Source: an optimization exercise on an open RTL-to-GDS flow (aim: small area and a short achievable clock period). Production flows keep margins and buffers that such runs may drop. RTL that was checked went through simulation tests only; none was proved equivalent to the original. The RTL of runs 2 to 4 and 7 was laid out without a check of its function. Power is estimated from default activity; no workload was simulated.

### design/flow/config.mk
export PLATFORM = sky130hd
export DESIGN_NAME = ex_top
export DESIGN_NICKNAME = ex_top
export VERILOG_FILES = /design/flow/design.v
export SDC_FILE = /design/flow/constraint.sdc
export NUM_CORES = 4
export LEC_CHECK = 0
export CAP_MARGIN = 20
export CORE_MARGIN = 2
export CORE_UTILIZATION = 40
export CTS_BUF_LIST = sky130_fd_sc_hd__clkbuf_16
export CTS_CLUSTER_DIAMETER = 80
export CTS_CLUSTER_SIZE = 30
export SETUP_SLACK_MARGIN = 2.5
export SLEW_MARGIN = 20
### design/flow/constraint.sdc
create_clock -name core_clock -period 5.5 [get_ports {clk}]
set_input_delay 1.1000 -clock core_clock [delete_from_list [all_inputs] [get_ports {clk}]]
set_output_delay 1.1000 -clock core_clock [all_outputs]
set_load 0.01 [all_outputs]
### design/flow/design.v
package ex_pkg;
	typedef enum logic [2:0] {
		ALU_PASS_B = 3'b000,
		ALU_ADD    = 3'b010,
		ALU_SUB    = 3'b011,
		ALU_AND    = 3'b100,
		ALU_OR     = 3'b101,
		ALU_XOR    = 3'b110
	} alu_op_t;
	typedef enum logic [2:0] {
		BR_NONE   = 3'd0,
		BR_UNCOND = 3'd1,
		BR_CBZ    = 3'd2,
		BR_CBNZ   = 3'd3,
		BR_COND   = 3'd4
	} br_kind_t;
	typedef enum logic [3:0] {
		COND_EQ = 4'b0000,
		COND_NE = 4'b0001,
		COND_MI = 4'b0100,
		COND_GE = 4'b1010,
		COND_LT = 4'b1011,
		COND_AL = 4'b1110
	} cond_t;
endpackage
`timescale 1ns/1ps
module ex_operand_stage #(
	parameter int DATA_WIDTH = 64,
	parameter int ALU_K      = 4,
	parameter int BR_K       = 4
) (
	input  logic                        clk,
	input  logic                        reset,
	input  logic                        issue,
	input  logic [DATA_WIDTH-1:0]       read_data1,
	input  logic [DATA_WIDTH-1:0]       read_data2,
	input  logic [DATA_WIDTH-1:0]       imm,
	input  logic [DATA_WIDTH-1:0]       pc,
	input  logic [DATA_WIDTH-1:0]       br_offset,
	input  logic [2:0]                  alu_op,
	input  logic                        alu_src,
	input  logic                        set_flags,
	input  logic [2:0]                  br_kind,
	input  logic [3:0]                  cond,
	output logic                        op_valid,
	output logic [DATA_WIDTH-1:0]       alu_s,
	output logic [DATA_WIDTH/ALU_K-1:0] alu_g,
	output logic [DATA_WIDTH/ALU_K-1:0] alu_p,
	output logic                        alu_same_sign,
	output logic                        alu_a_sign,
	output logic [DATA_WIDTH-1:0]       store_operand,
	output logic [DATA_WIDTH-1:0]       br_s,
	output logic [DATA_WIDTH/BR_K-1:0]  br_g,
	output logic [DATA_WIDTH/BR_K-1:0]  br_p,
	output logic                        set_flags_q,
	output logic [3:0]                  test_q
);
	localparam int MSB = DATA_WIDTH - 1;
	logic [DATA_WIDTH-1:0]       a, b, ap, ag_bit, as, bs;
	logic [DATA_WIDTH/ALU_K-1:0] ag, abp;
	logic [DATA_WIDTH/BR_K-1:0]  bg, bbp;
	logic                        is_arith, is_sub, b_top;
	logic [3:0]                  tp, tg;
	logic [3:0]                  test_d;
	assign a        = read_data1;
	assign b        = alu_src ? imm : read_data2;
	assign is_arith = (alu_op[2:1] == 2'b01);
	assign is_sub   = (alu_op == 3'b011);
	always_comb begin
		tg = 4'b0000;
		case (alu_op)
			3'b010:  begin tp = 4'b0110; tg = 4'b1000; end
			3'b011:  begin tp = 4'b1001; tg = 4'b0100; end
			3'b100:  tp = 4'b1000;
			3'b101:  tp = 4'b1110;
			3'b110:  tp = 4'b0110;
			default: tp = 4'b1010;
		endcase
	end
	for (genvar i = 0; i < DATA_WIDTH; i++) begin : g_bit
		assign ap[i]     = tp[{a[i], b[i]}];
		assign ag_bit[i] = tg[{a[i], b[i]}];
	end
	ex_blk_sum #(.W(DATA_WIDTH), .K(ALU_K)) u_alu_blk (
		.p(ap), .g(ag_bit), .cin(is_sub), .s(as), .co(ag), .bp(abp)
	);
	logic [DATA_WIDTH-1:0] off4;
	assign off4 = {br_offset[DATA_WIDTH-3:0], 2'b00};
	ex_blk_sum #(.W(DATA_WIDTH), .K(BR_K)) u_br_blk (
		.p(pc ^ off4), .g(pc & off4), .cin(1'b0), .s(bs), .co(bg), .bp(bbp)
	);
	assign b_top = b[MSB] ^ is_sub;
	always_comb begin
		test_d = 4'b0000;
		case (br_kind)
			3'd1: test_d = 4'b1000;
			3'd2: test_d = 4'b0100;
			3'd3: test_d = 4'b1100;
			3'd4: begin
				case (cond)
					4'b0000: test_d = 4'b0001;
					4'b0001: test_d = 4'b1001;
					4'b0100: test_d = 4'b0010;
					4'b1010: test_d = 4'b1011;
					4'b1011: test_d = 4'b0011;
					4'b1110: test_d = 4'b1000;
					default: test_d = 4'b0000;
				endcase
			end
			default: test_d = 4'b0000;
		endcase
	end
	always_ff @(posedge clk) begin
		if (reset)
			op_valid <= 1'b0;
		else
			op_valid <= issue;
	end
	always_ff @(posedge clk) begin
		alu_s         <= as;
		alu_g         <= ag;
		alu_p         <= abp;
		alu_same_sign <= is_arith & (a[MSB] == b_top);
		alu_a_sign    <= a[MSB];
		store_operand <= read_data2;
		br_s          <= bs;
		br_g          <= bg;
		br_p          <= bbp;
		set_flags_q   <= set_flags;
		test_q        <= test_d;
	end
endmodule
`timescale 1ns/1ps
module ex_prefix #(
	parameter int W    = 64,
	parameter int KIND = 0
) (
	input  logic [W-1:0] g,
	input  logic [W-1:0] p,
	input  logic         cin,
	output logic [W:0]   c
);
	localparam int L = (W <= 2) ? 1 : (W <= 4) ? 2 : (W <= 8) ? 3 : (W <= 16) ? 4 : (W <= 32) ? 5 : (W <= 64) ? 6 : 7;
	logic [2*L+1:0][W-1:0] gg;
	logic [2*L+1:0][W-1:0] pp;
	assign gg[0] = {g[W-1:1], g[0] | (p[0] & cin)};
	assign pp[0] = p;
	generate
		if (KIND == 0) begin : g_ks
			for (genvar l = 0; l < L; l++) begin : g_lvl
				for (genvar i = 0; i < W; i++) begin : g_bit
					if (i >= (1 << l)) begin : g_node
						assign gg[l+1][i] = gg[l][i] | (pp[l][i] & gg[l][i-(1<<l)]);
						assign pp[l+1][i] = pp[l][i] & pp[l][i-(1<<l)];
					end else begin : g_pass
						assign gg[l+1][i] = gg[l][i];
						assign pp[l+1][i] = pp[l][i];
					end
				end
			end
			assign c = {gg[L], cin};
		end else if (KIND == 1) begin : g_sk
			for (genvar l = 0; l < L; l++) begin : g_lvl
				for (genvar i = 0; i < W; i++) begin : g_bit
					if ((i >> l) % 2 == 1) begin : g_node
						localparam int J = ((i >> l) << l) - 1;
						assign gg[l+1][i] = gg[l][i] | (pp[l][i] & gg[l][J]);
						assign pp[l+1][i] = pp[l][i] & pp[l][J];
					end else begin : g_pass
						assign gg[l+1][i] = gg[l][i];
						assign pp[l+1][i] = pp[l][i];
					end
				end
			end
			assign c = {gg[L], cin};
		end else if (KIND == 2) begin : g_bk
			for (genvar l = 0; l < L; l++) begin : g_up
				for (genvar i = 0; i < W; i++) begin : g_bit
					if ((i % (2 << l)) == (2 << l) - 1) begin : g_node
						assign gg[l+1][i] = gg[l][i] | (pp[l][i] & gg[l][i-(1<<l)]);
						assign pp[l+1][i] = pp[l][i] & pp[l][i-(1<<l)];
					end else begin : g_pass
						assign gg[l+1][i] = gg[l][i];
						assign pp[l+1][i] = pp[l][i];
					end
				end
			end
			for (genvar l = L - 2; l >= 0; l--) begin : g_dn
				for (genvar i = 0; i < W; i++) begin : g_bit
					if ((i % (2 << l)) == (1 << l) - 1 && i >= (2 << l)) begin : g_node
						assign gg[2*L-1-l][i] = gg[2*L-2-l][i] | (pp[2*L-2-l][i] & gg[2*L-2-l][i-(1<<l)]);
						assign pp[2*L-1-l][i] = pp[2*L-2-l][i] & pp[2*L-2-l][i-(1<<l)];
					end else begin : g_pass
						assign gg[2*L-1-l][i] = gg[2*L-2-l][i];
						assign pp[2*L-1-l][i] = pp[2*L-2-l][i];
					end
				end
			end
			assign c = {gg[2*L-1], cin};
		end else begin : g_hc
			assign gg[1] = gg[0];
			assign pp[1] = pp[0];
			for (genvar l = 0; l < L; l++) begin : g_lvl
				for (genvar i = 0; i < W; i++) begin : g_bit
					if (l == 0 && i % 2 == 1) begin : g_n0
						assign gg[l+2][i] = gg[l+1][i] | (pp[l+1][i] & gg[l+1][i-1]);
						assign pp[l+2][i] = pp[l+1][i] & pp[l+1][i-1];
					end else if (l > 0 && i % 2 == 1 && i >= (1 << l)) begin : g_nl
						assign gg[l+2][i] = gg[l+1][i] | (pp[l+1][i] & gg[l+1][i-(1<<l)]);
						assign pp[l+2][i] = pp[l+1][i] & pp[l+1][i-(1<<l)];
					end else begin : g_pass
						assign gg[l+2][i] = gg[l+1][i];
						assign pp[l+2][i] = pp[l+1][i];
					end
				end
			end
			for (genvar i = 0; i < W; i++) begin : g_fix
				if (i % 2 == 0 && i > 0) begin : g_node
					assign gg[L+2][i] = gg[L+1][i] | (pp[L+1][i] & gg[L+1][i-1]);
				end else begin : g_pass
					assign gg[L+2][i] = gg[L+1][i];
				end
			end
			assign pp[L+2] = pp[L+1];
			assign c = {gg[L+2], cin};
		end
	endgenerate
endmodule
module ex_blk_sum #(
	parameter int W = 64,
	parameter int K = 4
) (
	input  logic [W-1:0]   p,
	input  logic [W-1:0]   g,
	input  logic           cin,
	output logic [W-1:0]   s,
	output logic [W/K-1:0] co,
	output logic [W/K-1:0] bp
);
	for (genvar j = 0; j < W / K; j++) begin : g_blk
		logic [K:0] c;
		always_comb begin
			for (int i = 0; i <= K; i++) begin
				logic run;
				c[i] = 1'b0;
				for (int m = 0; m < i; m++) begin
					run = g[K*j+m];
					for (int n = m + 1; n < i; n++)
						run = run & p[K*j+n];
					c[i] = c[i] | run;
				end
				if (j == 0) begin
					run = cin;
					for (int n = 0; n < i; n++)
						run = run & p[K*j+n];
					c[i] = c[i] | run;
				end
			end
		end
		assign s[K*j +: K] = p[K*j +: K] ^ c[K-1:0];
		assign co[j]       = c[K];
		assign bp[j]       = &p[K*j +: K];
	end
endmodule
module ex_blk_fin #(
	parameter int W    = 64,
	parameter int K    = 4,
	parameter int KIND = 0
) (
	input  logic [W-1:0]   s,
	input  logic [W/K-1:0] g,
	input  logic [W/K-1:0] bp,
	output logic [W-1:0]   sum,
	output logic           cout,
	output logic           zero
);
	localparam int NB = W / K;
	logic [NB-1:0] bz, bzero;
	logic [NB:0]   bc;
	for (genvar j = 0; j < NB; j++) begin : g_blk
		assign bz[j] = ~|s[K*j +: K];
		for (genvar t = 0; t < K; t++) begin : g_bit
			if (t == 0) begin : g_lo
				assign sum[K*j] = s[K*j] ^ bc[j];
			end else begin : g_hi
				assign sum[K*j+t] = s[K*j+t] ^ (bc[j] & (&s[K*j +: t]));
			end
		end
		assign bzero[j] = bc[j] ? bp[j] : bz[j];
	end
	ex_prefix #(.W(NB), .KIND(KIND)) u_carry (
		.g(g), .p(bp), .cin(1'b0), .c(bc)
	);
	assign cout = bc[NB];
	assign zero = &bzero;
endmodule
`timescale 1ns/1ps
module ex_branch_unit (
	input  logic [3:0] test,
	input  logic       rt_zero,
	input  logic       negative,
	input  logic       zero,
	input  logic       overflow,
	output logic       taken
);
	logic t;
	always_comb begin
		case (test[2:0])
			3'd1:    t = zero;
			3'd2:    t = negative;
			3'd3:    t = negative ^ overflow;
			3'd4:    t = rt_zero;
			default: t = 1'b0;
		endcase
	end
	assign taken = t ^ test[3];
endmodule
`timescale 1ns/1ps
module ex_result_stage #(
	parameter int DATA_WIDTH = 64
) (
	input  logic                  clk,
	input  logic                  reset,
	input  logic                  op_valid,
	input  logic                  set_flags,
	input  logic [DATA_WIDTH-1:0] alu_result_in,
	input  logic [3:0]            alu_flags_in,
	input  logic [DATA_WIDTH-1:0] store_operand,
	input  logic [DATA_WIDTH-1:0] target_in,
	input  logic                  taken_in,
	output logic                  result_valid,
	output logic [DATA_WIDTH-1:0] alu_result,
	output logic [DATA_WIDTH-1:0] store_data,
	output logic [DATA_WIDTH-1:0] br_target,
	output logic                  br_taken,
	output logic                  negative,
	output logic                  zero,
	output logic                  overflow,
	output logic                  carry_out
);
	always_ff @(posedge clk) begin
		if (reset) begin
			result_valid <= 1'b0;
			br_taken     <= 1'b0;
		end else begin
			result_valid <= op_valid;
			br_taken     <= op_valid & taken_in;
		end
	end
	always_ff @(posedge clk) begin
		if (op_valid) begin
			alu_result <= alu_result_in;
			store_data <= store_operand;
			br_target  <= target_in;
		end
	end
	always_ff @(posedge clk) begin
		if (reset) begin
			negative  <= 1'b0;
			zero      <= 1'b0;
			overflow  <= 1'b0;
			carry_out <= 1'b0;
		end else if (op_valid && set_flags) begin
			negative  <= alu_flags_in[3];
			zero      <= alu_flags_in[2];
			overflow  <= alu_flags_in[1];
			carry_out <= alu_flags_in[0];
		end
	end
endmodule
`timescale 1ns/1ps
module ex_top #(
	parameter int DATA_WIDTH = 64,
	parameter int ALU_K      = 4,
	parameter int BR_K       = 8,
	parameter int ALU_KIND   = 0,
	parameter int BR_KIND    = 0
) (
	input  logic                  clk,
	input  logic                  reset,
	input  logic                  issue,
	input  logic [DATA_WIDTH-1:0] read_data1,
	input  logic [DATA_WIDTH-1:0] read_data2,
	input  logic [DATA_WIDTH-1:0] pc,
	input  logic [DATA_WIDTH-1:0] imm,
	input  logic [DATA_WIDTH-1:0] br_offset,
	input  ex_pkg::alu_op_t       alu_op,
	input  logic                  alu_src,
	input  logic                  set_flags,
	input  ex_pkg::br_kind_t      br_kind,
	input  ex_pkg::cond_t         cond,
	output logic                  result_valid,
	output logic [DATA_WIDTH-1:0] alu_result,
	output logic [DATA_WIDTH-1:0] store_data,
	output logic [DATA_WIDTH-1:0] br_target,
	output logic                  br_taken,
	output logic                  negative,
	output logic                  zero,
	output logic                  overflow,
	output logic                  carry_out
);
	localparam int MSB = DATA_WIDTH - 1;
	logic                        op_valid;
	logic [DATA_WIDTH-1:0]       alu_s, br_s, store_operand;
	logic [DATA_WIDTH/ALU_K-1:0] alu_g, alu_p;
	logic [DATA_WIDTH/BR_K-1:0]  br_g, br_p;
	logic                        alu_same_sign, alu_a_sign, set_flags_q;
	logic [3:0]                  test_q;
	ex_operand_stage #(.DATA_WIDTH(DATA_WIDTH), .ALU_K(ALU_K), .BR_K(BR_K)) u_operand (
		.clk(clk), .reset(reset), .issue(issue),
		.read_data1(read_data1), .read_data2(read_data2), .imm(imm),
		.pc(pc), .br_offset(br_offset), .alu_op(alu_op), .alu_src(alu_src),
		.set_flags(set_flags), .br_kind(br_kind), .cond(cond),
		.op_valid(op_valid), .alu_s(alu_s), .alu_g(alu_g), .alu_p(alu_p),
		.alu_same_sign(alu_same_sign), .alu_a_sign(alu_a_sign),
		.store_operand(store_operand), .br_s(br_s), .br_g(br_g), .br_p(br_p),
		.set_flags_q(set_flags_q), .test_q(test_q)
	);
	logic [DATA_WIDTH-1:0] alu_out, target;
	logic                  alu_n, alu_z, alu_v, alu_c;
	logic                  br_cout, br_zero;
	ex_blk_fin #(.W(DATA_WIDTH), .K(ALU_K), .KIND(ALU_KIND)) u_alu_fin (
		.s(alu_s), .g(alu_g), .bp(alu_p), .sum(alu_out), .cout(alu_c), .zero(alu_z)
	);
	assign alu_n = alu_out[MSB];
	assign alu_v = alu_same_sign & (alu_out[MSB] ^ alu_a_sign);
	ex_blk_fin #(.W(DATA_WIDTH), .K(BR_K), .KIND(BR_KIND)) u_br_fin (
		.s(br_s), .g(br_g), .bp(br_p), .sum(target), .cout(br_cout), .zero(br_zero)
	);
	logic taken;
	ex_branch_unit u_branch (
		.test(test_q), .rt_zero(store_operand == '0),
		.negative(negative), .zero(zero), .overflow(overflow), .taken(taken)
	);
	ex_result_stage #(.DATA_WIDTH(DATA_WIDTH)) u_result (
		.clk(clk), .reset(reset), .op_valid(op_valid), .set_flags(set_flags_q),
		.alu_result_in(alu_out), .alu_flags_in({alu_n, alu_z, alu_v, alu_c}),
		.store_operand(store_operand), .target_in(target), .taken_in(taken),
		.result_valid(result_valid), .alu_result(alu_result),
		.store_data(store_data), .br_target(br_target), .br_taken(br_taken),
		.negative(negative), .zero(zero), .overflow(overflow),
		.carry_out(carry_out)
	);
endmodule
### design/flow/flow/run.sh
#!/bin/bash
# Standard layout, with plain buf_1 cells as the port buffers instead of the
# buffer_ports default (clkdlybuf4s50_1). Each tool's output goes to its own log.
set -euo pipefail
export BUFFER_PORTS_ARGS="-buffer_cell sky130_fd_sc_hd__buf_1"
bash standard.sh synth > synth.log 2>&1
bash standard.sh > layout.log 2>&1
### design/flow/standard.sh
#!/bin/bash
# synth_recipe.tcl (not shown) runs the flow's synth.tcl, then flattens the netlist and writes it again
# the make line also repeats each setting of config.mk as NAME=value (left out here)
make -C /OpenROAD-flow-scripts/flow DESIGN_CONFIG=/design/flow/config.mk WORK_HOME=/design/flow/orfs CLKGATE_MAP_FILE= SYNTH_SCRIPT=/design/flow/synth_recipe.tcl "${@:-finish}"
==> impl_metrics.tcl, run 1 <==
set metrics [dict create \
    finalSetupTns_ns 0 \
    drv_slew 0 \
    r2r_slack_ns 2.54 \
    worst_slew_pin_slew_ns 0.976 \
    die_area_um2 56700 \
    numPlacedInstances 3172 \
    drtPass1Iterations 7 \
    r2r_start "u_operand.alu_g[0]" \
    dieHeight_um 238 \
    path_max_fanout 7 \
    yosys-top-cells-area "edfxtp_1 26%, dfxtp_1 23%, xnor2_1 8.1%" \
    hp-start "u_operand.br_s[1]" \
    dr.max_layer_used "met5" \
    min_path_type "reg -> reg" \
    r2r-end "u_result.zero" \
    cts.clk_slew.worst_paths_ns 0.10 \
    ant_nets 0 \
    ctsLongestPathBuffers 3 \
    critPathLaunchType "register" \
    synth_flop_cell "dfxtp_1" \
    ys_ff_latch 442 \
    drt-met1-wl_mm 30.9 \
    synth_largest_area_cell "edfxtp_1" \
    met3_length_mm 5.53 \
    yosysTopAreaCellShare_pct 26.3 \
    synthXorXnorAreaFrac_pct 11.0 \
    wl_mm 70.6 \
    maxCapViolations 0 \
    fin_cells 3247 \
    wl_per_cell_um 21.8 \
    finalClockSkew_ns 0.0388 \
    synthTopCellsByCount "250 x dfxtp_1, 204 x xnor2_1, 192 x edfxtp_1, 176 x o21ai_0, 107 x ha_1" \
    met2_length_mm 32.1 \
    numClockSinks 442 \
    seq_area_frac_synth_pct 49.1 \
    grt-ovfl-total 0 \
    cts_tree "built" \
    status "finished clean" \
    avgSynthCellArea_um2 10.9 \
    fin_crit_ns 2.96 \
    cts_buffers 28 \
    via_count 17900 \
    synthAdderAreaFrac_pct 6.83 \
    die_w_um 238 \
    cellLeakagePower_nw 9.52 \
    holdPathEnd "u_result.br_target[1]" \
    post_drt_via_cell_ratio 5.51 \
    drc 0 \
    grt_max_degree 102 \
    synth_top_family_by_area "compound AO/OA/AOI/OAI gates" \
    yosys_warnings 5 \
    start_util_pct 40.6 \
    synth_cells 2020 \
    synth_cell_type_count 68 \
    synthMuxAreaShare_pct 5.81 \
    hold_buffers 0 \
    drive_gt1_share_pct 9.10 \
    hold_depth 0 \
    layout.nets 2967 \
    dp_hpwl_mm 53.4 \
    vdd_drop_max_uv 250 \
    clock_latency_ns 0.61 \
    worstSetupPathType "reg -> reg" \
    finalSetupViolCount 0 \
    grt_setup_unrepaired "no" \
    grt_pass1_vias 17000 \
    synth.most_common_cell "dfxtp_1" \
    synthToLayoutAreaGrowth_pct 20.8 \
    antenna_found_initial 25 \
    async_reset_ff_share_pct 0 \
    track_usage_pct 23.6 \
    grt_first_pass_wirelength_mm 102 \
    total_power_mw 8.09 \
    synthesis.area_um2 21900 \
    fp-row-count 85 \
    cp_data_required_time_ns 6.02 \
    synth_compound_area_share_pct 13.6 \
    yosys.area_share.simple_pct 11.0 \
    hold_viol 0 \
    cts_root_buffer "clkbuf_16" \
    maxSlewHeadroom_pct 34.9 \
    io_pins 533 \
    max_freq_mhz 338 \
    cp-end-kind "register" \
    gp_congestion 0.932 \
    drt_first_iter_violations 1156 \
    htreeDepth 1 \
    rr_worst_depth 8 \
    crit_arrival_ns 3.47 \
    powerDensity_nw_per_um2 305 \
    period_share_pct 53.8 \
    core-area_um2 54000 \
    synth_edf_count 192 \
    io_buffer_count 530 \
]
[worst max-delay path, stage by stage, from the launching register on]
cell and delay (ns):
dfxtp_1 0.52, a211oi_4 0.15, nor3_2 0.44, nor2_4 0.07, mux2i_1 0.22, or4_4 0.61, a2111oi_4 0.33, o2111ai_1 0.31
o31ai_2 0.25
[through the flow]
| stage | util, % | setup WS (ns) | cell area (µm²) | hold slack (ns) |
|---|---|---|---|---|
| final | 49.1 | 2.54 | 26500 | 0.414 |
| after detailed placement | 46.5 | 1.38 | 25100 | 0.389 |
| after CTS | 48.8 | 2.50 | 26300 | 0.413 |
| after global placement | 46.5 | 1.49 | 25100 | 0.387 |
| after global routing | 49.0 | 2.50 | 26500 | 0.415 |
| after floorplan | - | 2.22 | 22600 | 0.386 |
[state kept, by name, indices dropped and copies added, names as in the netlist]
| signal | cells |
|---|---|
| u_result.zero | 1 |
| u_operand.br_p | 6 |
| u_operand.store_operand | 64 |
| u_operand.br_g | 7 |
| u_result.br_taken | 1 |
| u_operand.br_s | 64 |
| u_result.negative | 1 |
| u_result.carry_out | 1 |
| u_operand.alu_g | 16 |
| u_operand.alu_p | 15 |
| u_operand.alu_same_sign | 1 |
| u_operand.set_flags_q | 1 |
| u_result.store_data | 64 |
| u_result.overflow | 1 |
| u_operand.op_valid | 1 |
| u_result.result_valid | 1 |
| u_operand.test_q | 4 |
| u_result.alu_result | 64 |
| u_operand.alu_a_sign | 1 |
| u_result.br_target | 64 |
| u_operand.alu_s | 64 |
[layout by cell type (no fill, tap or decap), drive strengths merged, types with 11 or more instances in the layout]
cell type / synthesis / routed
edfxtp: 192 / 192
ha: 107 / 107
nand4: 41 / 41
o32ai: 29 / 29
dfxtp: 250 / 250
and3: 29 / 29
xnor2: 204 / 204
a31oi: 18 / 18
a21o: 11 / 11
mux2: 64 / 64
nor3: 86 / 86
a22o: 16 / 16
clkbuf: 65 / 34
a21oi: 70 / 70
clkinv: 1 / 14
o21a: 39 / 39
inv: 58 / 68
xor2: 72 / 72
o21ai: 178 / 178
mux2i: 55 / 55
nor2: 105 / 106
or3: 47 / 47
nand2: 78 / 79
a221o: 31 / 31
diode: 0 / 12
nand3: 26 / 26
a221oi: 16 / 16
nor4: 23 / 23
a222oi: 16 / 16
buf: 26 / 547
[power breakdown]
part	leakage [nW]	internal (mW)	total, mW	switching (mW)
Sequential	3.90	3.84	4.05	0.217
Clock	0.508	1.07	2.44	1.37
Combinational	5.11	0.662	1.59	0.929
Total	9.52	5.57	8.09	2.52
[layer usage]
metal  GRT usage [%]  vias up
met1            31.8     8639
met3            5.61      105
met5               0        -
met4            6.84       18
met2            37.9      639
li1                -     8506
[cells by family after synthesis]
kind of cell | Yosys count
simple gates | 472
fa+ha+maj | 115
compound gates | 446
mux | 119
buf+inv | 150
flops | 442
xor+xnor | 276
[worst max-delay path by stage]
stage	startpoint	end	slack (ns)	cells after the start
global route	alu_op[0]	u_operand.alu_g[2]	2.50	9
CTS	alu_op[0]	u_operand.alu_g[2]	2.50	9
finish	u_operand.alu_g[0]	u_result.zero	2.54	8
global placement	alu_src	u_operand.alu_g[7]	1.49	10
floorplan	u_operand.op_valid	u_result.zero	2.22	7
detailed placement	alu_src	u_operand.alu_g[7]	1.38	10
[area by class of cell]
| cell class | count | area (µm²) |
|---|---|---|
| fillers | 4992 | 27500 |
| multi-input cells | 1431 | 11100 |
| flip-flops and latches | 442 | 10800 |
| repair buffers | 553 | 2340 |
| well taps | 696 | 871 |
| clock buffers | 28 | 701 |
| clock inverters | 24 | 393 |
| inverters | 59 | 235 |
| diodes | 12 | 30.0 |
| repair inverters | 2 | 17.5 |
[what timing repair did]
| item | CTS | global route |
|---|---|---|
| setup endpoints to repair | 60 | 28 |
| pin swaps | 2 | 1 |
| buffers inserted | 2 | 1 |
| cloned | 4 | 4 |
| gates resized for setup | 21 | 9 |
==> run 2, diff against run 1 <==
--- a/design/flow/design.v
+++ b/design/flow/design.v
@@ -111,4 +111,10 @@
 		endcase
 	end
+	logic [DATA_WIDTH/ALU_K-1:1] alu_p_hi;
+	logic [DATA_WIDTH/BR_K-2:0]  br_g_lo;
+	logic [DATA_WIDTH/BR_K-1:1]  br_p_hi;
+	assign alu_p = {alu_p_hi, 1'b0};
+	assign br_g  = {1'b0, br_g_lo};
+	assign br_p  = {br_p_hi, 1'b0};
 	always_ff @(posedge clk) begin
 		if (reset)
@@ -120,11 +126,11 @@
 		alu_s         <= as;
 		alu_g         <= ag;
-		alu_p         <= abp;
+		alu_p_hi      <= abp[DATA_WIDTH/ALU_K-1:1];
 		alu_same_sign <= is_arith & (a[MSB] == b_top);
 		alu_a_sign    <= a[MSB];
 		store_operand <= read_data2;
 		br_s          <= bs;
-		br_g          <= bg;
-		br_p          <= bbp;
+		br_g_lo       <= bg[DATA_WIDTH/BR_K-2:0];
+		br_p_hi       <= bbp[DATA_WIDTH/BR_K-1:1];
 		set_flags_q   <= set_flags;
 		test_q        <= test_d;
--- a/design/flow/config.mk
+++ b/design/flow/config.mk
@@ -14,2 +14,3 @@
 export SETUP_SLACK_MARGIN = 2.5
 export SLEW_MARGIN = 20
+export SYNTH_HIERARCHICAL = 1
==> impl_metrics.tcl, run 2 <==
set metrics [dict create \
    worstSetupPathType "in -> reg" \
    r2r-end "u_result.zero" \
    cts_root_buffer "clkbuf_16" \
    wl_per_cell_um 22.2 \
    r2r_start "u_operand.alu_g[0]" \
    p_int_mw 5.66 \
    drive_gt1_share_pct 7.48 \
    numClockSinks 442 \
    path_max_fanout 29 \
    combPwrFrac_pct 18.7 \
    min_path_type "reg -> reg" \
    grt_first_pass_wirelength_mm 104 \
    grt_max_degree 118 \
    period_share_pct 52.9 \
    maxSlewHeadroom_pct 25.2 \
    fin_crit_ns 2.91 \
    layout_common_cells "526 x buf_1, 249 x dfxtp_1, 192 x edfxtp_1" \
    post_drt_via_cell_ratio 5.39 \
    r2r_slack_ns 2.71 \
    track_usage_pct 24.2 \
    cts_tree "built" \
    maxCapViolations 0 \
    antenna_found_initial 29 \
    max_freq_mhz 344 \
    cp-end-kind "register" \
    finalSetupTns_ns 0 \
    synthToLayoutAreaGrowth_pct 17.5 \
    drc 0 \
    avgSynthCellArea_um2 11.2 \
    ant_nets 0 \
    postCtsSetupBuffers 0 \
    hold_buffers 0 \
    final_common_cell "buf_1" \
    via_count 17600 \
    htreeDepth 1 \
    worst_slew_pin_slew_ns 1.12 \
    finalSetupViolCount 0 \
    p_seq_share_pct 49.4 \
    total_power_mw 8.15 \
    status "finished clean" \
    crit_end "u_operand.alu_s[63]" \
    dieHeight_um 241 \
    clockPowerShare_pct 32.0 \
    grt-ovfl-total 0 \
    cellLeakagePower_nw 9.97 \
    io_buffer_count 530 \
    synth_cells 2003 \
    gp_congestion 0.935 \
    cts.clk_slew.worst_paths_ns 0.10 \
    wl_mm 72.5 \
    fillerInstances 5127 \
    post_cts_resized 11 \
    crit_start "alu_src" \
    rr_worst_depth 11 \
    holdWs_ns 0.426 \
    critPathLaunchType "primary input" \
    crit_arrival_ns 3.40 \
    ctsLongestPathBuffers 3 \
    dp_hpwl_mm 57.7 \
    yosys_warnings 11 \
    cp_data_required_time_ns 5.99 \
    io_pins 533 \
    fp-row-count 86 \
    switching_share_pct 30.6 \
    powerDensity_nw_per_um2 308 \
    die_area_um2 58200 \
    hold_viol 0 \
    clock_latency_ns 0.63 \
    finalClockSkew_ns 0.0319 \
    core-area_um2 55400 \
    grt_pass1_vias 17100 \
    drtPass1Iterations 5 \
    power.switching_mw 2.49 \
    cts_buffers 30 \
    synthesis.area_um2 22500 \
    drt_first_iter_violations 1218 \
    drv_slew 0 \
    start_util_pct 40.6 \
    grt_setup_unrepaired "no" \
    layout.nets 2934 \
    vdd_drop_max_uv 242 \
    die_w_um 241 \
]
run 2: stage by stage:
stage / std cells / cell area (µm²) / worst slack, ns / utilization [%]
2_1_floorplan: 2013 / 22500 / 2.51 / -
5_1_grt: 3267 / 26400 / 2.52 / 47.7
3_3_place_gp: 3205 / 25100 / 1.55 / 45.3
6_report: 3273 / 26400 / 2.59 / 47.7
4_1_cts: 3261 / 26300 / 2.54 / 47.5
3_5_place_dp: 3205 / 25100 / 1.50 / 45.3
run 2: worst min-delay path by stage:
stage / endpoint / from / slack (ns) / cells past startpoint
floorplan: u_result.store_data[0] / u_operand.store_operand[0] / 0.41 / 0
global placement: u_result.store_data[45] / u_operand.store_operand[45] / 0.41 / 0
detailed placement: u_result.store_data[53] / u_operand.store_operand[53] / 0.42 / 0
CTS: u_result.store_data[48] / u_operand.store_operand[48] / 0.42 / 0
global route: u_result.store_data[48] / u_operand.store_operand[48] / 0.43 / 0
finish: u_result.store_data[48] / u_operand.store_operand[48] / 0.43 / 0
run 2: layout make-up:
class	instances	area, µm²	share of cell area (%)
clock inverter	25	397	1.50
inverter	30	113	0.426
antenna	12	30.0	0.114
sequential	442	10800	40.7
clock buffer	31	776	2.93
timing repair buffer	549	2260	8.54
multi-input combinational	1436	11200	42.2
tap	748	936	3.54
run 2: power groups by stage:
stage	sequential (mW)	clock (mW)	combinational [mW]
floorplan	4.11	0	0.958
global placement	4.09	0	1.47
detailed placement	4.10	0	1.50
CTS	4.03	2.67	1.51
global route	4.06	2.79	1.67
finish	4.02	2.60	1.52
run 2: routing by layer:
| metal | vias up | part of all wire [%] | GRT usage, % |
|---|---|---|---|
| met1 | 8474 | 39 | 28.5 |
| met4 | 34 | 4.2 | 9.26 |
| met5 | - | 0.28 | 0 |
| met3 | 138 | 8.1 | 6.46 |
| li1 | 8403 | - | - |
| met2 | 586 | 49 | 42.0 |
run 2: worst max-delay path, stage by stage:
cell and delay (ns):
clkbuf_16 0.29, mux2i_2 0.72, mux2i_1 0.26, a21oi_1 0.08
a221oi_1 0.31, ha_1 0.24, o21a_1 0.17, nor2_1 0.06
xnor2_1 0.14
==> run 3, diff against run 2 <==
--- a/design/flow/config.mk
+++ b/design/flow/config.mk
@@ -12,5 +12,4 @@
 export CTS_CLUSTER_DIAMETER = 80
 export CTS_CLUSTER_SIZE = 30
-export SETUP_SLACK_MARGIN = 2.5
+export SETUP_SLACK_MARGIN = 3.1
 export SLEW_MARGIN = 20
-export SYNTH_HIERARCHICAL = 1
==> impl_metrics.tcl, run 3 <==
set metrics [dict create \
    synth_largest_area_cell "edfxtp_1" \
    rr_worst_depth 8 \
    path_max_fanout 6 \
    switching_share_pct 31.1 \
    wl_per_cell_um 23.2 \
    power.switching_mw 2.53 \
    clockPowerShare_pct 27.4 \
    grt_setup_unrepaired "yes" \
    drv_slew 0 \
    hold_depth 0 \
    min_path_type "reg -> reg" \
    p_seq_share_pct 49.9 \
    crit_arrival_ns 3.10 \
    numClockSinks 442 \
    synthesis.area_um2 22200 \
    ant_nets 0 \
    die_area_um2 57300 \
    drive_gt1_share_pct 17.7 \
    cp_data_required_time_ns 6.00 \
    met3_usage_pct 5.85 \
    period_share_pct 47.1 \
    ys_ff_latch 442 \
    synth_cells 2056 \
    worst_slew_pin_slew_ns 0.860 \
    antenna_found_initial 23 \
    io_pins 533 \
    max_freq_mhz 386 \
    ctsLongestPathBuffers 3 \
    grtUsageMet1_pct 31.2 \
    gp_congestion 0.959 \
    hold_viol 0 \
    powerDensity_nw_per_um2 283 \
    r2r-end "u_result.zero" \
    combPwrFrac_pct 22.7 \
    async_reset_ff_share_pct 0 \
    fin_area_um2 28800 \
    layout_common_cells "511 x buf_1, 244 x dfxtp_1, 206 x xnor2_1" \
    synth_cell_type_count 68 \
    layout.nets 3097 \
    maxCapViolations 0 \
    wl_mm 79.4 \
    grt_use_met2_pct 45.6 \
    drt_first_iter_violations 1271 \
    cts_buffers 26 \
    grt-ovfl-total 0 \
    placed_area_um2 25900 \
    worstSetupPathType "in -> reg" \
    synth_edf_count 192 \
    fp-row-count 86 \
    yosysTopAreaCellShare_pct 26.0 \
    dieHeight_um 239 \
    dp_hpwl_mm 58.2 \
    clock_latency_ns 0.60 \
    synthToLayoutAreaGrowth_pct 29.8 \
    yosys-top-cells-area "edfxtp_1 26%, dfxtp_1 23%, xnor2_1 8.2%" \
    synth.most_common_cell "dfxtp_1" \
    io_buffer_count 530 \
    grt_first_pass_wirelength_mm 113 \
    cellLeakagePower_nw 10.1 \
    critPathLaunchType "primary input" \
    htreeDepth 1 \
    grt_pass1_vias 18500 \
    post_drt_via_cell_ratio 5.54 \
    holdWs_ns 0.409 \
    finalClockSkew_ns 0.0337 \
    fin_crit_ns 2.59 \
    busiest_layer "met2" \
    avgSynthCellArea_um2 10.8 \
    finalSetupTns_ns 0 \
    vdd_drop_max_uv 242 \
    cts_root_buffer "clkbuf_16" \
    cts.clk_slew.worst_paths_ns 0.11 \
    p_int_mw 5.62 \
    grt_max_degree 75 \
    status "finished clean" \
    track_usage_pct 26.3 \
    core-area_um2 55000 \
    synthTopCellsByCount "250 x dfxtp_1, 208 x xnor2_1, 192 x edfxtp_1, 146 x o21ai_0, 107 x ha_1" \
    final_common_cell "buf_1" \
    r2r_slack_ns 3.10 \
    drtPass1Iterations 6 \
    finalSetupViolCount 0 \
    synth_flop_cell "dfxtp_1" \
    holdPathEnd "u_result.br_target[1]" \
    cp-end-kind "register" \
    seq_area_frac_synth_pct 48.6 \
    hp-start "u_operand.br_s[1]" \
    drc 0 \
    die_w_um 239 \
    cts_tree "built" \
    start_util_pct 40.3 \
    crit_start "alu_src" \
    yosys_warnings 5 \
    r2r_start "u_operand.alu_g[0]" \
    via_count 19000 \
    maxSlewHeadroom_pct 42.6 \
]
-- run 3: kinds of logic (layout without fill, tap and decap cells) --
logic type	after synthesis	count (layout)	synth area share, %
multiplexers	117	117	5.72
adder cells (fa/ha/maj)	115	115	6.76
flip-flops	442	442	48.6
AO/OA/AOI/OAI	495	495	14.6
AND/OR/NAND/NOR	473	476	10.9
buffers and inverters	138	746	2.58
XOR/XNOR	276	276	10.9
other	0	12	0
-- run 3: area by class of cell --
| class | instances | area [µm²] |
|---|---|---|
| clock inverters | 21 | 269 |
| inverters | 48 | 208 |
| well taps | 748 | 936 |
| flip-flops and latches | 442 | 10800 |
| repair buffers | 649 | 3350 |
| multi-input cells | 1479 | 12500 |
| fillers | 4943 | 26200 |
| diodes | 12 | 30.0 |
| clock buffers | 27 | 676 |
| repair inverters | 1 | 8.76 |
-- run 3: worst max-delay path, stage by stage --
cell	delay [ns]
clkbuf_16	0.16
mux2i_4	0.30
inv_2	0.07
buf_4	0.14
o211a_1	0.11
a221o_1	0.27
ha_2	0.19
a31oi_4	0.15
a31oi_1	0.07
a31oi_2	0.22
o21ai_2	0.10
a32o_1	0.21
-- run 3: worst max-delay path by stage --
stage | to | slack (ns)
after floorplan | u_operand.alu_g[0] | 2.36
after global placement | u_operand.alu_g[6] | 1.48
after detailed placement | u_operand.alu_g[6] | 1.44
final | u_operand.alu_g[0] | 2.91
after CTS | u_operand.alu_g[0] | 2.92
after global routing | u_operand.alu_g[0] | 2.84
-- run 3: timing repair --
item | CTS | global route
setup endpoints to repair | 209 | 152
cloned | 9 | 3
pin swaps | 27 | 78
setup buffers | 32 | 54
hold buffers | 0 | 0
gates resized for setup | 95 | 112
-- run 3: layer usage --
layer | up-vias | wire [µm]
li1 | 8828 | -
met1 | 9175 | 30400
met2 | 787 | 39200
met3 | 161 | 6430
met4 | 20 | 3290
met5 | - | 134
-- run 3: per-stage QoR --
stage,utilization [%],cells,worst slack (ns),total power [mW]
2_1_floorplan,-,2056,2.36,5.17
3_3_place_gp,47.2,3269,1.48,5.73
3_5_place_dp,47.2,3269,1.44,5.78
4_1_cts,50.4,3358,2.92,8.10
5_1_grt,52.3,3424,2.84,8.52
6_report,52.3,3427,2.91,8.16
-- run 3: power by group through the flow --
stage                     Sequential [mW]  Clock, mW  Combinational [mW]
after floorplan                      4.17          0                1.00
after global placement               4.14          0                1.59
after detailed placement             4.14          0                1.64
after CTS                            4.07       2.30                1.73
after global routing                 4.11       2.39                2.01
final                                4.07       2.23                1.85
==> run 4, diff against run 3 <==
--- a/design/flow/config.mk
+++ b/design/flow/config.mk
@@ -12,4 +12,5 @@
 export CTS_CLUSTER_DIAMETER = 80
 export CTS_CLUSTER_SIZE = 30
-export SETUP_SLACK_MARGIN = 3.1
+export SETUP_SLACK_MARGIN = 3.0
 export SLEW_MARGIN = 20
+export SYNTH_HIERARCHICAL = 1
==> impl_metrics.tcl, run 4 <==
set metrics [dict create \
    status "finished clean" \
    via_count 18200 \
    holdWs_ns 0.444 \
    maxSlewHeadroom_pct 40.4 \
    yosys_warnings 11 \
    avgSynthCellArea_um2 11.2 \
    cellLeakagePower_nw 10.7 \
    cts_root_buffer "clkbuf_16" \
    track_usage_pct 24.6 \
    layout.nets 3036 \
    drt_first_iter_violations 1050 \
    crit_arrival_ns 3.02 \
    grt-ovfl-total 0 \
    worstSetupPathType "in -> reg" \
    synth_cells 2003 \
    period_share_pct 46.5 \
    grt_pass1_vias 17700 \
    dp_slack_ns 1.62 \
    synthToLayoutAreaGrowth_pct 24.8 \
    multi_input_area_um2 11800 \
    dieHeight_um 241 \
    fin_area_um2 28100 \
    post_drt_via_cell_ratio 5.42 \
    regArea_um2 10800 \
    drive_gt1_share_pct 14.1 \
    io_buffer_count 530 \
    final_common_cell "buf_1" \
    final_util_pct 50.7 \
    io_pins 533 \
    worst_slew_pin_slew_ns 0.895 \
    grt_max_degree 94 \
    crit_family "multiplexers" \
    path_cells "clkbuf_16 -> buf_16 -> buf_4 -> mux2i_4 -> mux2i_1 -> a21oi_1 -> a221oi_2 -> o21a_1 -> nor2_1 -> xnor2_1" \
    path_max_fanout 8 \
    core-area_um2 55400 \
    drtPass1Iterations 6 \
    numClockSinks 442 \
    finalSetupViolCount 0 \
    htreeDepth 1 \
    synthesis.area_um2 22500 \
    cp-end-kind "register" \
    fp-row-count 86 \
    antenna_found_initial 18 \
    max_freq_mhz 391 \
    cts_tree "built" \
    clock_latency_ns 0.60 \
    ant_nets 0 \
    placed_area_um2 25500 \
    slowest_delay_ns 0.38 \
    cp_data_required_time_ns 5.97 \
    drv_slew 0 \
    setup_slack_ns 2.94 \
    wl_mm 75.7 \
    hold_viol 0 \
    numPlacedInstances 3202 \
    finalClockSkew_ns 0.0357 \
    ctsLongestPathBuffers 3 \
    layout_common_cells "526 x buf_1, 238 x dfxtp_1, 192 x edfxtp_1" \
    die_area_um2 58200 \
    dp_hpwl_mm 56.6 \
    min_path_type "reg -> reg" \
    die_w_um 241 \
    wl_per_cell_um 22.5 \
    powerDensity_nw_per_um2 289 \
    fin_crit_ns 2.56 \
    cp_num_buf_inv 3 \
    slowest_stage "mux2i_4" \
    maxCapViolations 0 \
    fin_cells 3364 \
    critPathLaunchType "primary input" \
    cts_buffers 27 \
    total_power_mw 8.12 \
    vdd_drop_max_uv 235 \
    grt_first_pass_wirelength_mm 106 \
    fillerInstances 4999 \
    finalSetupTns_ns 0 \
    grt_setup_unrepaired "yes" \
    hold_buffers 0 \
    gp_congestion 0.960 \
    drc 0 \
    cts.clk_slew.worst_paths_ns 0.11 \
    start_util_pct 40.6 \
]
-- run 4: timing repair --
| item | CTS | global route |
|---|---|---|
| endpoints found under the hold margin | 0 | 0 |
| endpoints found under the setup margin | 98 | 43 |
| cloned | 5 | 6 |
| buffers inserted | 39 | 58 |
| pin swaps | 14 | 36 |
| gates resized for setup | 70 | 57 |
-- run 4: layout make-up --
class,count,share of cell area [%]
multi-input combinational,1438,42.2
timing repair buffer,652,12.0
inverter,30,0.401
tap,748,3.33
clock inverter,23,1.27
sequential,442,38.4
clock buffer,27,2.40
antenna,4,0.0356
-- run 4: layer usage --
layer	vias to the layer above	part of all wire (%)	global-route usage, %
met5	-	0.26	0
met1	8823	37	26.8
met2	649	52	46.4
li1	8596	-	-
met3	147	7.5	6.13
met4	30	3.5	7.99
-- run 4: worst register-to-register path, delay by kind of cell, from the launching register on --
family / cells / cell delay [ns]
flip-flops: 1 / 0.33
buffers and inverters: 1 / 0.07
AND/OR/NAND/NOR: 5 / 1.04
AO/OA/AOI/OAI: 5 / 1.05
-- run 4: power by group --
part / total (mW) / switching (mW) / internal [mW]
Combinational: 1.71 / 0.939 / 0.770
Clock: 2.38 / 1.35 / 1.03
Sequential: 4.03 / 0.228 / 3.81
Total: 8.12 / 2.52 / 5.60
-- run 4: path summary, 6_finish.rpt --
kind	startpoint	end	slack [ns]	depth (start not counted)
setup reg to reg	u_operand.alu_g[0]	u_result.zero	2.96	11
hold / removal	u_operand.store_operand[21]	u_result.store_data[21]	0.44	0
setup / recovery	alu_src	u_operand.alu_s[27]	2.94	10
hold reg to reg	u_operand.store_operand[21]	u_result.store_data[21]	0.44	0
==> run 5, diff against run 4 <==
--- a/design/flow/design.v
+++ b/design/flow/design.v
@@ -47,6 +47,6 @@
 	output logic [DATA_WIDTH/ALU_K-1:0] alu_g,
 	output logic [DATA_WIDTH/ALU_K-1:0] alu_p,
-	output logic                        alu_same_sign,
-	output logic                        alu_a_sign,
+	output logic                        alu_top_g,
+	output logic                        alu_top_p,
 	output logic [DATA_WIDTH-1:0]       store_operand,
 	output logic [DATA_WIDTH-1:0]       br_s,
@@ -60,10 +60,9 @@
 	logic [DATA_WIDTH/ALU_K-1:0] ag, abp;
 	logic [DATA_WIDTH/BR_K-1:0]  bg, bbp;
-	logic                        is_arith, is_sub, b_top;
+	logic                        is_sub;
 	logic [3:0]                  tp, tg;
 	logic [3:0]                  test_d;
 	assign a        = read_data1;
 	assign b        = alu_src ? imm : read_data2;
-	assign is_arith = (alu_op[2:1] == 2'b01);
 	assign is_sub   = (alu_op == 3'b011);
 	always_comb begin
@@ -85,4 +84,13 @@
 		.p(ap), .g(ag_bit), .cin(is_sub), .s(as), .co(ag), .bp(abp)
 	);
+	logic top_g, top_p;
+	always_comb begin
+		top_g = 1'b0;
+		top_p = 1'b1;
+		for (int i = DATA_WIDTH - ALU_K; i < MSB; i++) begin
+			top_g = ag_bit[i] | (ap[i] & top_g);
+			top_p = top_p & ap[i];
+		end
+	end
 	logic [DATA_WIDTH-1:0] off4;
 	assign off4 = {br_offset[DATA_WIDTH-3:0], 2'b00};
@@ -90,5 +98,4 @@
 		.p(pc ^ off4), .g(pc & off4), .cin(1'b0), .s(bs), .co(bg), .bp(bbp)
 	);
-	assign b_top = b[MSB] ^ is_sub;
 	always_comb begin
 		test_d = 4'b0000;
@@ -127,6 +134,6 @@
 		alu_g         <= ag;
 		alu_p_hi      <= abp[DATA_WIDTH/ALU_K-1:1];
-		alu_same_sign <= is_arith & (a[MSB] == b_top);
-		alu_a_sign    <= a[MSB];
+		alu_top_g     <= top_g;
+		alu_top_p     <= top_p;
 		store_operand <= read_data2;
 		br_s          <= bs;
@@ -278,12 +285,12 @@
 	input  logic [W/K-1:0] bp,
 	output logic [W-1:0]   sum,
+	output logic           ctop,
 	output logic           cout,
 	output logic           zero
 );
 	localparam int NB = W / K;
-	logic [NB-1:0] bz, bzero;
 	logic [NB:0]   bc;
+	logic [NB-1:0] bzero;
 	for (genvar j = 0; j < NB; j++) begin : g_blk
-		assign bz[j] = ~|s[K*j +: K];
 		for (genvar t = 0; t < K; t++) begin : g_bit
 			if (t == 0) begin : g_lo
@@ -293,9 +300,10 @@
 			end
 		end
-		assign bzero[j] = bc[j] ? bp[j] : bz[j];
+		assign bzero[j] = bc[j] ? bp[j] : ~|s[K*j +: K];
 	end
 	ex_prefix #(.W(NB), .KIND(KIND)) u_carry (
 		.g(g), .p(bp), .cin(1'b0), .c(bc)
 	);
+	assign ctop = bc[NB-1];
 	assign cout = bc[NB];
 	assign zero = &bzero;
@@ -411,5 +419,5 @@
 	logic [DATA_WIDTH/ALU_K-1:0] alu_g, alu_p;
 	logic [DATA_WIDTH/BR_K-1:0]  br_g, br_p;
-	logic                        alu_same_sign, alu_a_sign, set_flags_q;
+	logic                        alu_top_g, alu_top_p, set_flags_q;
 	logic [3:0]                  test_q;
 	ex_operand_stage #(.DATA_WIDTH(DATA_WIDTH), .ALU_K(ALU_K), .BR_K(BR_K)) u_operand (
@@ -419,5 +427,5 @@
 		.set_flags(set_flags), .br_kind(br_kind), .cond(cond),
 		.op_valid(op_valid), .alu_s(alu_s), .alu_g(alu_g), .alu_p(alu_p),
-		.alu_same_sign(alu_same_sign), .alu_a_sign(alu_a_sign),
+		.alu_top_g(alu_top_g), .alu_top_p(alu_top_p),
 		.store_operand(store_operand), .br_s(br_s), .br_g(br_g), .br_p(br_p),
 		.set_flags_q(set_flags_q), .test_q(test_q)
@@ -425,12 +433,12 @@
 	logic [DATA_WIDTH-1:0] alu_out, target;
 	logic                  alu_n, alu_z, alu_v, alu_c;
-	logic                  br_cout, br_zero;
+	logic                  alu_ctop, br_ctop, br_cout, br_zero;
 	ex_blk_fin #(.W(DATA_WIDTH), .K(ALU_K), .KIND(ALU_KIND)) u_alu_fin (
-		.s(alu_s), .g(alu_g), .bp(alu_p), .sum(alu_out), .cout(alu_c), .zero(alu_z)
+		.s(alu_s), .g(alu_g), .bp(alu_p), .sum(alu_out), .ctop(alu_ctop), .cout(alu_c), .zero(alu_z)
 	);
 	assign alu_n = alu_out[MSB];
-	assign alu_v = alu_same_sign & (alu_out[MSB] ^ alu_a_sign);
+	assign alu_v = alu_c ^ (alu_top_g | (alu_top_p & alu_ctop));
 	ex_blk_fin #(.W(DATA_WIDTH), .K(BR_K), .KIND(BR_KIND)) u_br_fin (
-		.s(br_s), .g(br_g), .bp(br_p), .sum(target), .cout(br_cout), .zero(br_zero)
+		.s(br_s), .g(br_g), .bp(br_p), .sum(target), .ctop(br_ctop), .cout(br_cout), .zero(br_zero)
 	);
 	logic taken;
--- a/design/flow/config.mk
+++ b/design/flow/config.mk
@@ -12,5 +12,5 @@
 export CTS_CLUSTER_DIAMETER = 80
 export CTS_CLUSTER_SIZE = 30
-export SETUP_SLACK_MARGIN = 3.0
+export SETUP_SLACK_MARGIN = 2.8
 export SLEW_MARGIN = 20
 export SYNTH_HIERARCHICAL = 1
==> impl_metrics.tcl, run 5 <==
set metrics [dict create \
    setup_slack_ns 2.85 \
    period_share_pct 48.2 \
    avgSynthCellArea_um2 10.7 \
    finalSetupTns_ns 0 \
    io_pins 533 \
    wl_per_cell_um 21.4 \
    dp_hpwl_mm 53.7 \
    slowest_delay_ns 0.63 \
    cp_num_buf_inv 1 \
    total_power_mw 7.87 \
    holdWs_ns 0.438 \
    grt_setup_unrepaired "yes" \
    synthesis.area_um2 21600 \
    io_buffer_count 530 \
    cts_buffers 27 \
    clockPowerShare_pct 30.0 \
    crit_family "multiplexers" \
    vdd_drop_max_uv 220 \
    status "finished clean" \
    worst_slew_pin_slew_ns 0.887 \
    fin_crit_ns 2.65 \
    cp_data_required_time_ns 6.04 \
    die_area_um2 55800 \
    worstSetupPathType "in -> reg" \
    maxSlewHeadroom_pct 40.8 \
    power.switching_mw 2.43 \
    grt_max_degree 99 \
    slowest_stage "mux2i_1" \
    yosys_warnings 11 \
    min_path_type "reg -> reg" \
    finalClockSkew_ns 0.0550 \
    dieHeight_um 236 \
    path_max_fanout 16 \
    gp_congestion 0.926 \
    grt_pass1_vias 17400 \
    max_freq_mhz 377 \
    synthToLayoutAreaGrowth_pct 20.2 \
    p_int_mw 5.44 \
    drc 0 \
    clock_latency_ns 0.62 \
    placed_area_um2 24400 \
    post_drt_via_cell_ratio 5.47 \
    ant_nets 0 \
    maxCapViolations 0 \
    crit_arrival_ns 3.19 \
    fp-row-count 85 \
    switching_share_pct 30.8 \
    core-area_um2 53600 \
    fin_area_um2 26000 \
    synth_cells 2023 \
    drive_gt1_share_pct 7.85 \
    via_count 17900 \
    grt-ovfl-total 0 \
    htreeDepth 1 \
    cts_tree "built" \
    drtPass1Iterations 6 \
    finalSetupViolCount 0 \
    track_usage_pct 24.1 \
    layout_common_cells "526 x buf_1, 248 x dfxtp_1, 192 x edfxtp_1" \
    drv_slew 0 \
    layout.nets 2984 \
    p_seq_share_pct 51.2 \
    cts_root_buffer "clkbuf_16" \
    drt_first_iter_violations 1421 \
    numClockSinks 442 \
    grt_first_pass_wirelength_mm 103 \
    path_cells "clkbuf_8 -> mux2i_1 -> nand2_1 -> nand3_1 -> o31ai_1 -> a221oi_1 -> and4_1" \
    cp-end-kind "register" \
    hold_viol 0 \
    cellLeakagePower_nw 9.54 \
    critPathLaunchType "primary input" \
    die_w_um 236 \
    combPwrFrac_pct 18.8 \
    cts.clk_slew.worst_paths_ns 0.11 \
    powerDensity_nw_per_um2 303 \
    final_common_cell "buf_1" \
    antenna_found_initial 18 \
    dp_slack_ns 1.44 \
    ctsLongestPathBuffers 3 \
    wl_mm 70.1 \
    start_util_pct 40.3 \
]
## run 5: stage by stage
| stage | util, % | cells |
|---|---|---|
| after floorplan | - | 2033 |
| after global placement | 45.4 | 3182 |
| after detailed placement | 45.4 | 3182 |
| after CTS | 47.8 | 3245 |
| after global routing | 48.4 | 3259 |
| final | 48.4 | 3271 |
## run 5: metal layers
layer,up-vias,GRT usage (%),part of all wire [%]
met2,648,42.6,50
met4,18,9.03,3.7
li1,8526,-,-
met1,8569,28.4,39
met3,121,5.57,8.0
met5,-,0,0.16
## run 5: worst paths after layout
kind                            slack, ns                 endpoint                   startpoint  cells after the start
worst max-delay path                 2.85    u_operand.alu_p_hi[9]                      alu_src                      7
worst min register to register       0.44  u_result.store_data[46]  u_operand.store_operand[46]                      0
worst max register to register       2.96            u_result.zero           u_operand.alu_g[0]                     11
worst min-delay path                 0.44  u_result.store_data[46]  u_operand.store_operand[46]                      0
## run 5: power by group through the flow
stage / Clock, mW / Sequential, mW / Combinational, mW
finish: 2.36 / 4.03 / 1.48
global route: 2.55 / 4.07 / 1.62
CTS: 2.42 / 4.03 / 1.45
detailed placement: 0 / 4.10 / 1.42
global placement: 0 / 4.09 / 1.39
floorplan: 0 / 4.11 / 0.898
## run 5: worst register-to-register path, stage by stage, from the launching register on
cell	delay, ns
dfxtp_1	0.31
a21o_2	0.28
nand4_2	0.15
nand3_4	0.17
a21o_4	0.31
a31o_1	0.28
mux2i_1	0.14
nor2_1	0.17
nand3_1	0.14
nor4_4	0.27
nand3_1	0.11
a21oi_1	0.14
## run 5: area by class of cell
cell class	instances	area [µm²]
flip-flops and latches	442	10800
multi-input cells	1469	10700
diodes	15	37.5
fillers	5059	27600
inverters	29	120
clock inverters	23	348
well taps	696	871
clock buffers	27	676
repair inverters	1	7.51
repair buffers	569	2410
## run 5: timing repair
action,4_1_cts,5_1_grt
endpoints found under the setup margin,98,46
buffers inserted,9,10
hold buffers,0,0
cloned,4,1
pin swaps,2,7
resized for setup,26,47
==> run 6, diff against run 5 <==
--- a/design/flow/config.mk
+++ b/design/flow/config.mk
@@ -12,5 +12,6 @@
 export CTS_CLUSTER_DIAMETER = 80
 export CTS_CLUSTER_SIZE = 30
-export SETUP_SLACK_MARGIN = 2.8
+export SETUP_SLACK_MARGIN = 3.2
 export SLEW_MARGIN = 20
 export SYNTH_HIERARCHICAL = 1
+export TNS_END_PERCENT = 5
==> impl_metrics.tcl, run 6 <==
set metrics [dict create \
    status "finished clean" \
    clock_latency_ns 0.62 \
    drc 0 \
    cellLeakagePower_nw 9.85 \
    htreeDepth 1 \
    cts_buffers 28 \
    wl_per_cell_um 21.8 \
    cp-end-kind "register" \
    dieHeight_um 236 \
    grt_first_pass_wirelength_mm 106 \
    synth_cells 2023 \
    max_freq_mhz 404 \
    fin_cells 3302 \
    worstSetupPathType "in -> reg" \
    critPathLaunchType "primary input" \
    gp_congestion 0.903 \
    fin_area_um2 26800 \
    holdWs_ns 0.438 \
    period_share_pct 45.1 \
    final_common_cell "buf_1" \
    maxSlewHeadroom_pct 37.3 \
    grt_pass1_vias 17900 \
    drive_gt1_share_pct 11.0 \
    io_buffer_count 530 \
    finalSetupViolCount 0 \
    finalClockSkew_ns 0.0433 \
    setup_slack_ns 3.02 \
    maxCapViolations 0 \
    start_util_pct 40.3 \
    grt_max_degree 93 \
    yosys_warnings 11 \
    total_power_mw 8.08 \
    ctsLongestPathBuffers 3 \
    grt_setup_unrepaired "yes" \
    hp-start "u_operand.store_operand[2]" \
    via_count 18200 \
    fp-row-count 85 \
    dp_slack_ns 1.21 \
    die_area_um2 55800 \
    cp_data_required_time_ns 6.04 \
    path_max_fanout 5 \
    dp_hpwl_mm 54.4 \
    numPlacedInstances 3185 \
    post_drt_via_cell_ratio 5.51 \
    cts.clk_slew.worst_paths_ns 0.10 \
    avgSynthCellArea_um2 10.7 \
    cts_root_buffer "clkbuf_16" \
    wl_mm 72.1 \
    layout.nets 3018 \
    numClockSinks 442 \
    finalSetupTns_ns 0 \
    drt_first_iter_violations 1178 \
    io_pins 533 \
    drv_slew 0 \
    min_path_type "reg -> reg" \
    grt-ovfl-total 0 \
    r2r-end "u_result.negative" \
    worst_slew_pin_slew_ns 0.940 \
    r2r_start "u_operand.alu_p_hi[5]" \
    hold_depth 0 \
    synthToLayoutAreaGrowth_pct 23.9 \
    regArea_um2 10800 \
    die_w_um 236 \
    multi_input_area_um2 11000 \
    rr_worst_depth 11 \
    final_util_pct 49.9 \
    cts_tree "built" \
    drtPass1Iterations 5 \
    crit_arrival_ns 3.02 \
    core-area_um2 53600 \
    track_usage_pct 24.9 \
    vdd_drop_max_uv 223 \
    holdPathEnd "u_result.store_data[2]" \
    r2r_slack_ns 3.16 \
    powerDensity_nw_per_um2 302 \
    fin_crit_ns 2.48 \
    ant_nets 0 \
    synthesis.area_um2 21600 \
    layout_common_cells "526 x buf_1, 243 x dfxtp_1, 192 x edfxtp_1" \
    hold_viol 0 \
    antenna_found_initial 18 \
    placed_area_um2 24200 \
    fillerInstances 4956 \
]
run 6: where the power goes:
| part | leakage (nW) | internal, mW | switching [mW] |
|---|---|---|---|
| clock network | 0.521 | 1.13 | 1.36 |
| registers | 3.89 | 3.81 | 0.221 |
| logic | 5.44 | 0.666 | 0.896 |
| total | 9.85 | 5.60 | 2.48 |
run 6: worst max path at each step:
stage | startpoint | to | slack, ns | cells after the start
finish | alu_src | u_operand.alu_g[9] | 3.02 | 9
global route | alu_src | u_operand.alu_s[7] | 2.97 | 11
CTS | u_operand.alu_g[0] | u_result.zero | 3.05 | 10
detailed placement | alu_op[1] | u_operand.alu_s[55] | 1.21 | 8
global placement | alu_op[1] | u_operand.alu_s[55] | 1.26 | 8
floorplan | alu_src | u_operand.alu_s[55] | 2.54 | 11
run 6: worst max-delay path: stages:
cell,delay [ns]
clkbuf_8,0.18
buf_4,0.13
mux2i_2,0.51
nand2_1,0.15
nand3_1,0.14
o31ai_1,0.08
a221oi_1,0.44
o21ai_0,0.16
nand2b_1,0.12
run 6: repair_timing:
action | CTS | global route
setup buffers | 27 | 17
endpoints found under the setup margin | 146 | 137
hold buffers | 0 | 0
resized for setup | 137 | 56
gates cloned | 9 | 1
pin swaps | 11 | 25
run 6: layer usage:
layer / up-vias / share of wire [%] / GRT usage [%] / routed length [µm]
li1: 8614 / - / - / -
met1: 8767 / 37 / 28.3 / 26800
met2: 651 / 51 / 45.1 / 36700
met3: 134 / 7.9 / 5.83 / 5680
met4: 24 / 3.9 / 9.97 / 2850
met5: - / 0.22 / 0 / 158
run 6: cell type report:
| type | count | area share [%] |
|---|---|---|
| Sequential cell | 442 | 40.3 |
| Timing Repair Buffer | 602 | 10.5 |
| Inverter | 29 | 0.496 |
| Multi-Input combinational cell | 1469 | 41.2 |
| Antenna cell | 11 | 0.103 |
| Tap cell | 696 | 3.26 |
| Timing Repair inverter | 1 | 0.0281 |
| Clock inverter | 23 | 1.40 |
| Clock buffer | 29 | 2.71 |
==> run 7, diff against run 6 <==
--- a/design/flow/design.v
+++ b/design/flow/design.v
@@ -386,5 +386,5 @@
 module ex_top #(
 	parameter int DATA_WIDTH = 64,
-	parameter int ALU_K      = 4,
+	parameter int ALU_K      = 2,
 	parameter int BR_K       = 8,
 	parameter int ALU_KIND   = 0,
--- a/design/flow/config.mk
+++ b/design/flow/config.mk
@@ -12,6 +12,6 @@
 export CTS_CLUSTER_DIAMETER = 80
 export CTS_CLUSTER_SIZE = 30
-export SETUP_SLACK_MARGIN = 3.2
+export SETUP_SLACK_MARGIN = 3.0
 export SLEW_MARGIN = 20
 export SYNTH_HIERARCHICAL = 1
-export TNS_END_PERCENT = 5
+export TNS_END_PERCENT = 10
==> impl_metrics.tcl, run 7 <==
set metrics [dict create \
    p_int_mw 5.95 \
    finalClockSkew_ns 0.0287 \
    cellLeakagePower_nw 11.0 \
    path_max_fanout 5 \
    crit_arrival_ns 3.81 \
    dp_slack_ns 1.59 \
    wl_mm 79.1 \
    holdPathEnd "u_result.store_data[19]" \
    grt_pass1_vias 18100 \
    dp_hpwl_mm 61.7 \
    final_common_cell "buf_1" \
    grt_first_pass_wirelength_mm 115 \
    combPwrFrac_pct 19.7 \
    grt-ovfl-total 0 \
    cp-end-kind "register" \
    slowest_stage "nor4_4" \
    cts_tree "built" \
    path_cells "a21o_4 -> a21o_1 -> o21a_2 -> o21ai_4 -> a31oi_4 -> nor2_4 -> o21ai_1 -> nor3_1 -> a21oi_1 -> nor4_1 -> nand3_1 -> nor4_4 -> nand3_1 -> a21oi_2" \
    p_seq_share_pct 49.9 \
    yosys_warnings 11 \
    powerDensity_nw_per_um2 305 \
    drtPass1Iterations 6 \
    status "finished clean" \
    core-area_um2 59200 \
    wl_per_cell_um 23.4 \
    die_area_um2 62000 \
    multi_input_area_um2 12000 \
    r2r-end "u_result.zero" \
    drive_gt1_share_pct 11.7 \
    drv_slew 0 \
    track_usage_pct 24.6 \
    layout.nets 3051 \
    clock_latency_ns 0.62 \
    numClockSinks 474 \
    die_w_um 249 \
    cp_data_required_time_ns 6.05 \
    finalSetupViolCount 0 \
    clockPowerShare_pct 30.3 \
    dieHeight_um 249 \
    rr_worst_depth 14 \
    cts_root_buffer "clkbuf_16" \
    hold_viol 0 \
    worst_slew_pin_slew_ns 1.04 \
    fillerInstances 5526 \
    avgSynthCellArea_um2 11.6 \
    drt_first_iter_violations 1160 \
    period_share_pct 59.2 \
    io_pins 533 \
    maxSlewHeadroom_pct 30.6 \
    via_count 18300 \
    synth_cells 2076 \
    antenna_found_initial 26 \
    ant_nets 0 \
    r2r_start "u_operand.alu_g[0]" \
    finalSetupTns_ns 0 \
    ctsLongestPathBuffers 3 \
    setup_slack_ns 2.25 \
    cts_buffers 30 \
    switching_share_pct 31.0 \
    drc 0 \
    crit_path_frequent_cell "nand3_1" \
    hold_depth 0 \
    worstSetupPathType "reg -> reg" \
    post_drt_via_cell_ratio 5.41 \
    start_util_pct 40.5 \
    htreeDepth 1 \
    maxCapViolations 0 \
    fp-row-count 89 \
    slowest_delay_ns 0.40 \
    io_buffer_count 530 \
    grt_setup_unrepaired "yes" \
    min_path_type "reg -> reg" \
    cts.clk_slew.worst_paths_ns 0.11 \
    max_freq_mhz 307 \
    r2r_slack_ns 2.25 \
    grt_max_degree 117 \
    hp-start "u_operand.store_operand[19]" \
    layout_common_cells "527 x buf_1, 267 x dfxtp_1, 192 x edfxtp_1" \
    power.switching_mw 2.67 \
    synthesis.area_um2 24000 \
    gp_congestion 0.950 \
    regArea_um2 11400 \
    critPathLaunchType "register" \
    fin_crit_ns 3.25 \
    vdd_drop_max_uv 239 \
    synthToLayoutAreaGrowth_pct 17.9 \
]
[run 7: worst max-delay path: cells and delay by family, from the launching register on]
kind,cells,cell delay (ns)
AOI/OAI and AO/OA,8,1.49
and+or+nand+nor,6,1.37
DFF,1,0.34
[run 7: metal layers]
| metal | up-vias | GRT usage [%] | part of all wire [%] |
|---|---|---|---|
| met4 | 32 | 6.87 | 3.3 |
| met3 | 137 | 6.45 | 7.2 |
| met2 | 637 | 45.0 | 51 |
| li1 | 8621 | - | - |
| met5 | - | 0 | 0.26 |
| met1 | 8841 | 28.3 | 38 |
[run 7: timing repair]
action                                 in CTS  in global routing
pin swaps                                  16                 17
hold buffers                                0                  0
cloned                                      2                  2
setup buffers                               7                 20
setup endpoints to repair                 152                103
gates resized for setup                    47                 46
endpoints found under the hold margin       0                  0
[run 7: through the flow]
stage               hold WS [ns]  power (mW)  cell area (µm²)  util, %  std cells
finish                     0.445        8.63            28300     47.8       3376
global placement           0.412        5.96            26500     44.7       3284
floorplan                  0.409        5.41            24100        -       2086
CTS                        0.441        8.65            27900     47.2       3349
detailed placement         0.417        6.01            26500     44.7       3284
global route               0.450        8.99            28300     47.8       3372
[run 7: final cells by class]
cell class	instances	area share, %
multi-input combinational	1445	42.5
sequential	474	40.4
timing repair buffer	575	8.98
tap	773	3.42
clock buffer	32	2.83
clock inverter	24	1.18
inverter	48	0.636
antenna	5	0.0442
[run 7: worst max-delay path by stage]
stage,start,endpoint,cells after the start
final,u_operand.alu_g[0],u_result.zero,14
after global routing,u_operand.alu_p_hi[3],u_result.zero,14
after CTS,u_operand.alu_p_hi[3],u_result.zero,14
after detailed placement,alu_op[1],u_operand.alu_g[27],8
after global placement,alu_op[1],u_operand.alu_g[0],9
after floorplan,alu_src,u_operand.alu_g[15],8
[run 7: power groups by stage]
stage / Clock (mW) / Combinational [mW] / Sequential [mW]
after floorplan: 0 / 1.03 / 4.38
after global placement: 0 / 1.59 / 4.37
after detailed placement: 0 / 1.63 / 4.38
after CTS: 2.67 / 1.67 / 4.30
after global routing: 2.79 / 1.85 / 4.35
final: 2.62 / 1.70 / 4.31

==> re-timing with driven ports <==
No port has a modelled driver above. Below, the same layouts with a new extraction and two added sets of constraints. Step 1: set_driving_cell puts a clkbuf_16 on clk and a buf_2 on each other input, an assumption about the parent block. Step 2 adds t to the input delays and takes it off the output delays; t is the mean of the earliest and latest rising clock arrival at the registers after step 1. Input paths then give back, and output paths get back, about the clock's delay inside the block. a / b / c = no drivers / after step 1 / after step 2; a / b = the first two.
| run | t (ns) | setup slack, ns | pins driven straight from the clock port |
|---|---|---|---|
| run 1 | 0.653 | 2.542 / 2.486 / 1.833 | 1 |
| run 2 | 0.670 | 2.591 / 2.600 / 1.930 | 1 |
| run 3 | 0.643 | 2.907 / 2.814 / 2.172 | 1 |
| run 4 | 0.643 | 2.945 / 2.859 / 2.217 | 1 |
| run 5 | 0.649 | 2.851 / 2.731 / 2.081 | 1 |
| run 6 | 0.664 | 3.022 / 2.835 / 2.171 | 1 |
| run 7 | 0.667 | 2.246 / 2.246 / 2.237 | 1 |
After both steps every run listed still meets setup and hold. For run 6, which loses most, drivers alone change the setup slack by -0.187 ns; drivers and shift together by -0.851 ns.
